Context: an optimization exercise on an open-source flow, tuned for small area, a short achievable clock period and few clock cycles per item. The choices shown serve that exercise and are no tape-out recipe.
Only simulation tests tie the RTL to the original design; equivalence was not proved.

==> flow/design.v <==
package rbst_pkg;
	localparam int COORD_W   = 32;
	localparam int FRAC_W    = 16;
	localparam int EPS_W     = 16;
	localparam int AXES      = 3;
	localparam int LANES     = 2 * AXES;
	localparam int DIV_STEPS = COORD_W;
	localparam int DIV_LAT   = DIV_STEPS + 1;
	localparam int IDX_W     = 3;
	localparam int IN_W      = 6 * COORD_W;
	localparam int IN_BYTES  = (IN_W + 7) / 8;
	localparam int OUT_BYTES = 1;
	typedef enum logic [IDX_W-1:0] {
		REG_LOW_X  = 3'd0,
		REG_LOW_Y  = 3'd1,
		REG_LOW_Z  = 3'd2,
		REG_HIGH_X = 3'd3,
		REG_HIGH_Y = 3'd4,
		REG_HIGH_Z = 3'd5,
		REG_EPS    = 3'd6
	} reg_idx_t;
	typedef logic signed [COORD_W-1:0] coord_t;
	typedef logic [COORD_W:0]          num_mag_t;
	typedef logic [COORD_W-1:0]        den_mag_t;
	typedef struct packed {
		logic [AXES-1:0]  dir_neg;
		logic [AXES-1:0]  dir_zero;
		logic [AXES-1:0]  in_slab;
		logic [LANES-1:0] quo_neg;
	} side_t;
	localparam coord_t POS_LIM = {1'b0, {(COORD_W-1){1'b1}}};
	localparam coord_t NEG_LIM = {1'b1, {(COORD_W-1){1'b0}}};
endpackage
module rbst_front (
	input  logic                                              clk,
	input  logic                                              en,
	input  logic [rbst_pkg::AXES*rbst_pkg::COORD_W-1:0]       lo,
	input  logic [rbst_pkg::AXES*rbst_pkg::COORD_W-1:0]       hi,
	input  logic [rbst_pkg::AXES*rbst_pkg::COORD_W-1:0]       org,
	input  logic [rbst_pkg::AXES*rbst_pkg::COORD_W-1:0]       dir,
	output logic [rbst_pkg::LANES*(rbst_pkg::COORD_W+1)-1:0]  num_s1,
	output logic [rbst_pkg::LANES*rbst_pkg::COORD_W-1:0]      den_s1,
	output rbst_pkg::side_t                                   side_s1
);
	localparam int CW = rbst_pkg::COORD_W;
	rbst_pkg::side_t side;
	for (genvar a = 0; a < rbst_pkg::AXES; a++) begin : g_axis
		wire signed [CW-1:0] lo_a  = lo[a*CW +: CW];
		wire signed [CW-1:0] hi_a  = hi[a*CW +: CW];
		wire signed [CW-1:0] org_a = org[a*CW +: CW];
		wire signed [CW-1:0] dir_a = dir[a*CW +: CW];
		wire signed [CW:0]   diff_lo = {lo_a[CW-1], lo_a} - {org_a[CW-1], org_a};
		wire signed [CW:0]   diff_hi = {hi_a[CW-1], hi_a} - {org_a[CW-1], org_a};
		wire [CW-1:0]        dmag    = dir_a[CW-1] ? CW'(-dir_a) : dir_a;
		assign side.dir_neg[a]      = dir_a[CW-1];
		assign side.dir_zero[a]     = (dir_a == '0);
		assign side.in_slab[a]      = (lo_a <= org_a) && (org_a <= hi_a);
		assign side.quo_neg[2*a]    = (diff_lo != '0) && (diff_lo[CW] ^ dir_a[CW-1]);
		assign side.quo_neg[2*a+1]  = (diff_hi != '0) && (diff_hi[CW] ^ dir_a[CW-1]);
		always_ff @(posedge clk) begin
			if (en) begin
				num_s1[(2*a)*(CW+1)   +: CW+1] <= diff_lo[CW] ? -diff_lo : diff_lo;
				num_s1[(2*a+1)*(CW+1) +: CW+1] <= diff_hi[CW] ? -diff_hi : diff_hi;
				den_s1[(2*a)*CW   +: CW] <= dmag;
				den_s1[(2*a+1)*CW +: CW] <= dmag;
			end
		end
	end
	always_ff @(posedge clk) begin
		if (en) side_s1 <= side;
	end
endmodule
module rbst_div_lane (
	input  logic               clk,
	input  logic               en,
	input  rbst_pkg::num_mag_t num,
	input  rbst_pkg::den_mag_t den,
	output rbst_pkg::den_mag_t quo,
	output logic               sat
);
	localparam int CW = rbst_pkg::COORD_W;
	localparam int FW = rbst_pkg::FRAC_W;
	localparam int ST = rbst_pkg::DIV_STEPS;
	logic [(ST+1)*CW-1:0] rem_s;
	logic [(ST+1)*CW-1:0] quo_s;
	logic [(ST+1)*CW-1:0] dvd_s;
	logic [(ST+1)*CW-1:0] den_s;
	logic [ST:0]          sat_s;
	always_ff @(posedge clk) begin
		if (en) begin
			rem_s[0 +: CW] <= CW'(num[CW:CW-FW]);
			sat_s[0]       <= CW'(num[CW:CW-FW]) >= den;
			dvd_s[0 +: CW] <= {num[CW-FW-1:0], {FW{1'b0}}};
			quo_s[0 +: CW] <= '0;
			den_s[0 +: CW] <= den;
		end
	end
	for (genvar i = 0; i < ST; i++) begin : g_step
		wire [CW-1:0] rem_i = rem_s[i*CW +: CW];
		wire [CW-1:0] dvd_i = dvd_s[i*CW +: CW];
		wire [CW-1:0] den_i = den_s[i*CW +: CW];
		wire [CW-1:0] quo_i = quo_s[i*CW +: CW];
		wire [CW:0]   trial = {rem_i, dvd_i[CW-1]};
		wire          ge    = trial >= {1'b0, den_i};
		wire [CW:0]   dif   = trial - {1'b0, den_i};
		always_ff @(posedge clk) begin
			if (en) begin
				rem_s[(i+1)*CW +: CW] <= ge ? dif[CW-1:0] : trial[CW-1:0];
				quo_s[(i+1)*CW +: CW] <= {quo_i[CW-2:0], ge};
				dvd_s[(i+1)*CW +: CW] <= {dvd_i[CW-2:0], 1'b0};
				den_s[(i+1)*CW +: CW] <= den_i;
				sat_s[i+1]            <= sat_s[i];
			end
		end
	end
	assign quo = quo_s[ST*CW +: CW];
	assign sat = sat_s[ST];
endmodule
module rbst_back (
	input  logic                                          clk,
	input  logic                                          en,
	input  logic [rbst_pkg::LANES*rbst_pkg::COORD_W-1:0]  quo,
	input  logic [rbst_pkg::LANES-1:0]                    sat,
	input  rbst_pkg::side_t                               side,
	input  logic [rbst_pkg::EPS_W-1:0]                    eps,
	output logic                                          hit_s3
);
	localparam int CW = rbst_pkg::COORD_W;
	logic [rbst_pkg::LANES*CW-1:0] tdist;
	logic [rbst_pkg::AXES*CW-1:0]  entry_s1;
	logic [rbst_pkg::AXES*CW-1:0]  exit_s1;
	logic                          ok_s1;
	rbst_pkg::coord_t              near_s2, far_s2;
	logic                          ok_s2;
	rbst_pkg::coord_t              near_c, far_c;
	for (genvar l = 0; l < rbst_pkg::LANES; l++) begin : g_lane
		wire [CW-1:0] q = quo[l*CW +: CW];
		assign tdist[l*CW +: CW] = side.quo_neg[l] ?
			((sat[l] || q > CW'(rbst_pkg::NEG_LIM)) ? rbst_pkg::NEG_LIM : CW'(-q)) :
			((sat[l] || q > CW'(rbst_pkg::POS_LIM)) ? rbst_pkg::POS_LIM : q);
	end
	for (genvar a = 0; a < rbst_pkg::AXES; a++) begin : g_axis
		always_ff @(posedge clk) begin
			if (en) begin
				if (side.dir_zero[a]) begin
					entry_s1[a*CW +: CW] <= rbst_pkg::NEG_LIM;
					exit_s1[a*CW +: CW]  <= rbst_pkg::POS_LIM;
				end else if (side.dir_neg[a]) begin
					entry_s1[a*CW +: CW] <= tdist[(2*a+1)*CW +: CW];
					exit_s1[a*CW +: CW]  <= tdist[(2*a)*CW +: CW];
				end else begin
					entry_s1[a*CW +: CW] <= tdist[(2*a)*CW +: CW];
					exit_s1[a*CW +: CW]  <= tdist[(2*a+1)*CW +: CW];
				end
			end
		end
	end
	always_ff @(posedge clk) begin
		if (en) ok_s1 <= &(~side.dir_zero | side.in_slab);
	end
	always_comb begin
		near_c = entry_s1[0 +: CW];
		far_c  = exit_s1[0 +: CW];
		for (int a = 1; a < rbst_pkg::AXES; a++) begin
			if ($signed(entry_s1[a*CW +: CW]) > near_c) near_c = entry_s1[a*CW +: CW];
			if ($signed(exit_s1[a*CW +: CW]) < far_c) far_c = exit_s1[a*CW +: CW];
		end
	end
	always_ff @(posedge clk) begin
		if (en) begin
			near_s2 <= near_c;
			far_s2  <= far_c;
			ok_s2   <= ok_s1;
			hit_s3  <= ok_s2 && (near_s2 < far_s2) &&
			           (far_s2 > $signed({{(CW-rbst_pkg::EPS_W){1'b0}}, eps}));
		end
	end
endmodule
module ray_box_slab_test (
	input  logic                                 clk,
	input  logic                                 arst_n,
	input  logic                                 cfg_we,
	input  logic [rbst_pkg::IDX_W-1:0]           cfg_index,
	input  logic [rbst_pkg::COORD_W-1:0]         cfg_wdata,
	input  logic                                 s_tvalid,
	output logic                                 s_tready,
	input  logic [8*rbst_pkg::IN_BYTES-1:0]      s_tdata,
	output logic                                 m_tvalid,
	input  logic                                 m_tready,
	output logic [8*rbst_pkg::OUT_BYTES-1:0]     m_tdata
);
	localparam int CW  = rbst_pkg::COORD_W;
	localparam int AX  = rbst_pkg::AXES;
	localparam int LN  = rbst_pkg::LANES;
	localparam int DL  = rbst_pkg::DIV_LAT;
	localparam int SW  = 3 * rbst_pkg::AXES + rbst_pkg::LANES;
	localparam int LAT = rbst_pkg::DIV_LAT + 4;
	logic [AX*CW-1:0]           lo_q;
	logic [AX*CW-1:0]           hi_q;
	logic [rbst_pkg::EPS_W-1:0] eps_q;
	logic [LAT-1:0]             vld_q;
	logic                       en;
	logic [LN*(CW+1)-1:0] num_s1;
	logic [LN*CW-1:0]     den_s1;
	rbst_pkg::side_t      side_s1;
	logic [DL*SW-1:0]     side_s;
	logic [LN*CW-1:0]     quo;
	logic [LN-1:0]        sat;
	logic                 hit_s3;
	assign en       = m_tready || !m_tvalid;
	assign s_tready = en;
	assign m_tvalid = vld_q[LAT-1];
	assign m_tdata  = {{(8*rbst_pkg::OUT_BYTES-1){1'b0}}, hit_s3};
	always_ff @(posedge clk or negedge arst_n) begin
		if (!arst_n) begin
			lo_q  <= '0;
			hi_q  <= '0;
			eps_q <= rbst_pkg::EPS_W'(66);
			vld_q <= '0;
		end else begin
			if (cfg_we) begin
				case (cfg_index)
					rbst_pkg::REG_LOW_X:  lo_q[0*CW +: CW] <= cfg_wdata;
					rbst_pkg::REG_LOW_Y:  lo_q[1*CW +: CW] <= cfg_wdata;
					rbst_pkg::REG_LOW_Z:  lo_q[2*CW +: CW] <= cfg_wdata;
					rbst_pkg::REG_HIGH_X: hi_q[0*CW +: CW] <= cfg_wdata;
					rbst_pkg::REG_HIGH_Y: hi_q[1*CW +: CW] <= cfg_wdata;
					rbst_pkg::REG_HIGH_Z: hi_q[2*CW +: CW] <= cfg_wdata;
					rbst_pkg::REG_EPS:    eps_q            <= cfg_wdata[rbst_pkg::EPS_W-1:0];
					default: ;
				endcase
			end
			if (en) vld_q <= {vld_q[LAT-2:0], s_tvalid};
		end
	end
	rbst_front u_front (
		.clk     (clk),
		.en      (en),
		.lo      (lo_q),
		.hi      (hi_q),
		.org     (s_tdata[0 +: AX*CW]),
		.dir     (s_tdata[AX*CW +: AX*CW]),
		.num_s1  (num_s1),
		.den_s1  (den_s1),
		.side_s1 (side_s1)
	);
	for (genvar l = 0; l < LN; l++) begin : g_lane
		rbst_div_lane u_div (
			.clk (clk),
			.en  (en),
			.num (num_s1[l*(CW+1) +: CW+1]),
			.den (den_s1[l*CW +: CW]),
			.quo (quo[l*CW +: CW]),
			.sat (sat[l])
		);
	end
	always_ff @(posedge clk) begin
		if (en) side_s <= {side_s[(DL-1)*SW-1:0], side_s1};
	end
	rbst_back u_back (
		.clk    (clk),
		.en     (en),
		.quo    (quo),
		.sat    (sat),
		.side   (side_s[(DL-1)*SW +: SW]),
		.eps    (eps_q),
		.hit_s3 (hit_s3)
	);
endmodule
==> flow/run.sh <==
#!/bin/bash
# synth_recipe.tcl (not shown) runs the flow's synth.tcl, then flattens the netlist and writes it again
# the make line also repeats each setting of config.mk as NAME=value (left out here)
make -C /OpenROAD-flow-scripts/flow DESIGN_CONFIG=/design/flow/config.mk WORK_HOME=/design/flow/orfs CLKGATE_MAP_FILE= SYNTH_SCRIPT=/design/flow/synth_recipe.tcl finish
==> flow/config.mk <==
export PLATFORM = sky130hd
export DESIGN_NAME = ray_box_slab_test
export DESIGN_NICKNAME = ray_box_slab_test
export VERILOG_FILES = /design/flow/design.v
export SDC_FILE = /design/flow/constraint.sdc
export NUM_CORES = 8
export LEC_CHECK = 0
export CAP_MARGIN = 20
export CORE_MARGIN = 2
export CORE_UTILIZATION = 40
export SLEW_MARGIN = 20
==> flow/constraint.sdc <==
create_clock -name core_clock -period 8.0 [get_ports {clk}]
set_input_delay 1.6000 -clock core_clock [delete_from_list [all_inputs] [get_ports {clk}]]
set_output_delay 1.6000 -clock core_clock [all_outputs]
set_load 0.01 [all_outputs]
==> impl_metrics.toml <==
[outcome]
status = "finished clean"

[die]
fp.dieW_um = 1430
die-height_um = 1430
rows = 524
coreArea_um2 = 2030000
dieArea_um2 = 2050000
ioPinCount = 242
start_util_pct = 40.1

[yosys]
syn_avg_cell_area_um2 = 11.4
synth_top_family_by_area = "compound AO/OA/AOI/OAI gates"
yosys_most_used_dff = "edfxtp_1"
synth_cells = 71500
synth_top_area_share_pct = 52.9
synth_compound_area_share_pct = 14.4
syn_area_um2 = 815000
yosys.cell_types.count = 102
synth_seq_area_share_pct = 53.7
async_flop_share_pct = 1.68
synth-seq-cells = 14600
synth-adder-area-share_pct = 10.5
synth_largest_area_cell = "edfxtp_1"
synth_simple_gate_area_share_pct = 10.1
synthXorXnorAreaFrac_pct = 5.49
yosys-top-cells-area = "edfxtp_1, ha_1, a21oi_1, o21ai_0, xnor2_1"
synth_edf_count = 14400
synthMuxAreaShare_pct = 2.71
ys_warn_count = 4

[timing]
rsz0062_at_grt = "false"
relSlewSlack_pct = 15.7
fin_setup_tns_ns = 0
period_share_pct = 80.6
setup_viol = 0
worst_pin_slew_ns = 1.25
max_freq_mhz = 155
skew_ns = 0.146
hold_viol_final = 0
finalCriticalPeriod_ns = 6.45
drv_slew = 0

[routing]
drt-wirelength-per-cell_um = 21.0
routed_wl_um = 2120000
via_per_inst = 5.32
drtIter0Drc = 38300
vias = 537000
first_pass_iters = 7
ant_nets = 0
drc = 0

[hold_path]
min_path_type = "in2async"

[critical_path]
critPathCaptureType = "register"
crit_slowest_cell = "or3_2"
worstReg2RegStart = "u_back.entry_s1[1]"
critPathLaunch = "u_back.entry_s1[1]"
crit_fanout = 10
worstRegToRegCells = 30
worst_path_most_repeated_cell = "o21a_1"
arrival_ns = 7.52
path_class = "reg2reg"
crit_end = "u_back.near_s2[8]"
r2r-end = "u_back.near_s2[8]"
rrSetupSlack_ns = 1.55
required_ns = 9.07
cp-start-kind = "register"
slowest_delay_ns = 0.66

[finish]
post-route-util_pct = 44.5
final_cells = 101000
num-fill-cells = 187000
area_growth_pct = 11.1
drive_above_1_share_pct = 7.16
nNetsFinal = 79500

[place]
dp.cells = 98000
dp_hpwl_um = 1670000
portBuffers = 234
place_congestion = 0.946

[global_routing]
grt_pass1_wl_um = 3190000
track_usage_pct = 19.9
grt_overflow_total = 0
grt_pass1_vias = 530000
grt_max_degree = 188
antenna_found_initial = 105

[clock_tree]
postCtsSetupBuffers = 0
cts-buffers-inserted = 1618
cts_sinks = 14600
cts.clk_slew.worst_paths_ns = 0.06
cts_tree = "yes"
clk_latency_ns = 1.42
cts-root-buf = "clkbuf_16"
ctsHoldBuffers = 0
cts_max_path_buffers = 6
cts_max_level = 7
cts-resized-gates = 0

[job]
maxCapViolCount = 0
==> layout make-up <==
class / count / area, µm² / share of cell area, %
antenna: 65 / 163 / 0.0180
clock buffer: 1908 / 42100 / 4.65
clock inverter: 1010 / 10700 / 1.18
inverter: 5306 / 19900 / 2.20
multi-input combinational: 50200 / 354000 / 39.0
sequential: 14600 / 438000 / 48.3
tap: 27100 / 33900 / 3.74
timing repair buffer: 786 / 7520 / 0.830
==> critical path: cells and delay by family, from the launching register on <==
family	cells	cell delay [ns]
AO/OA/AOI/OAI	17	2.84
AND/OR/NAND/NOR	6	1.32
buffers and inverters	3	0.60
adder cells (fa/ha/maj)	2	0.52
multiplexers	2	0.44
flip-flops	1	0.41
==> cell usage in the layout (no fill, tap or decap), types with 391 or more instances in the layout <==
master	count
edfxtp_1	14400
o21a_1	847
clkbuf_16	1639
mux2_2	1697
o21ai_0	5530
xor2_1	2033
and3_1	457
xnor2_1	3076
nand2b_1	1260
or3_1	391
nand2_1	5514
ha_1	6548
nand3_1	996
nor2_1	4162
a31oi_1	493
a21o_1	2641
a21oi_1	5592
o31ai_1	620
buf_4	467
nand4_1	857
a211oi_1	505
nor3_1	1015
inv_1	5298
o21bai_1	678
nor2b_1	917
==> Yosys cell counts, types with 623 or more instances <==
| cell | count |
|---|---|
| nand2_1 | 5524 |
| edfxtp_1 | 14400 |
| o31ai_1 | 623 |
| inv_1 | 5299 |
| nor2b_1 | 931 |
| xnor2_1 | 3076 |
| a21oi_1 | 5599 |
| nand3_1 | 999 |
| nor2_1 | 4189 |
| o21ai_0 | 5533 |
| a21o_1 | 2644 |
| nand4_1 | 857 |
| ha_1 | 6548 |
| nor3_1 | 1019 |
| mux2_2 | 1697 |
| o21a_1 | 856 |
| nand2b_1 | 1267 |
| clkbuf_1 | 1205 |
| o21bai_1 | 678 |
| xor2_1 | 2034 |
==> state kept, by name (all words and copies together) (netlist names), 198 cells and up <==
register,count
g_lane.u_div.rem_s,6054
g_lane.u_div.quo_s,3168
g_lane.u_div.den_s,3072
g_lane.u_div.dvd_s,816
side_s,495
g_lane.u_div.sat_s,198
u_front.num_s1,198
==> how the worst min path moves through the flow <==
stage,depth (start not counted),endpoint,start
2_1_floorplan,0,g_lane[0].u_div.dvd_s[115],g_lane[0].u_div.dvd_s[82]
3_3_place_gp,0,g_lane[5].u_div.quo_s[781],g_lane[5].u_div.quo_s[748]
3_5_place_dp,0,g_lane[0].u_div.dvd_s[159],g_lane[0].u_div.dvd_s[126]
4_1_cts,1,vld_q[24],arst_n
5_1_grt,1,vld_q[23],arst_n
6_report,1,vld_q[24],arst_n
==> cells by family after synthesis <==
kind of cell	after synthesis
other cells	1
mux	1994
xor+xnor	5110
flops	14600
compound gates	19200
simple gates	17200
fa+ha+maj	6740
buf+inv	6671
==> metal layers <==
metal / track usage [%] / routed length (µm) / share of wire (%) / vias up
met5: 0 / 86 / 0.0041 / -
li1: - / - / - / 267000
met3: 1.70 / 68500 / 3.2 / 3780
met2: 34.5 / 1020000 / 48 / 10500
met4: 8.97 / 109000 / 5.1 / 14
met1: 25.5 / 921000 / 44 / 256000
==> per-stage QoR <==
step	hold WS (ns)	area, µm²	setup slack, ns
detailed placement	0.405	852000	0.995
CTS	0.0477	905000	1.46
global route	0.126	905000	1.07
floorplan	0.400	815000	-31.31
finish	0.195	905000	1.55
global placement	0.400	852000	0.715
Testbench counts, summed over its fixed seeds: cycles 8,296, items 8,000.

## separate check: timing with driven ports
The results above use ideal ports. As a check the final layout listed here was re-extracted and re-timed, cells and wires unchanged.
Step 1: set_driving_cell puts a clkbuf_16 on clk and a buf_2 on each other input, an assumption about the parent block.
Step 2 adds t to the input delays and takes it off the output delays; t is the mean of the earliest and latest rising clock arrival at the registers after step 1. Input paths then give back, and output paths get back, about the clock's delay inside the block.
a / b / c = ideal ports / drivers / drivers and shift; a / b = the first two.
t (ns): 1.535
slack for setup (ns): 1.553 / 1.553 / 0.935
hold WS [ns]: 0.195 / 0.052 / 0.356
worst setup path at the end: input to register
cell pins on the clock port's net: 1
After both steps setup and hold are still met in this run. The setup slack of this run moves by 0.000 ns with the drivers and by -0.618 ns with both steps.
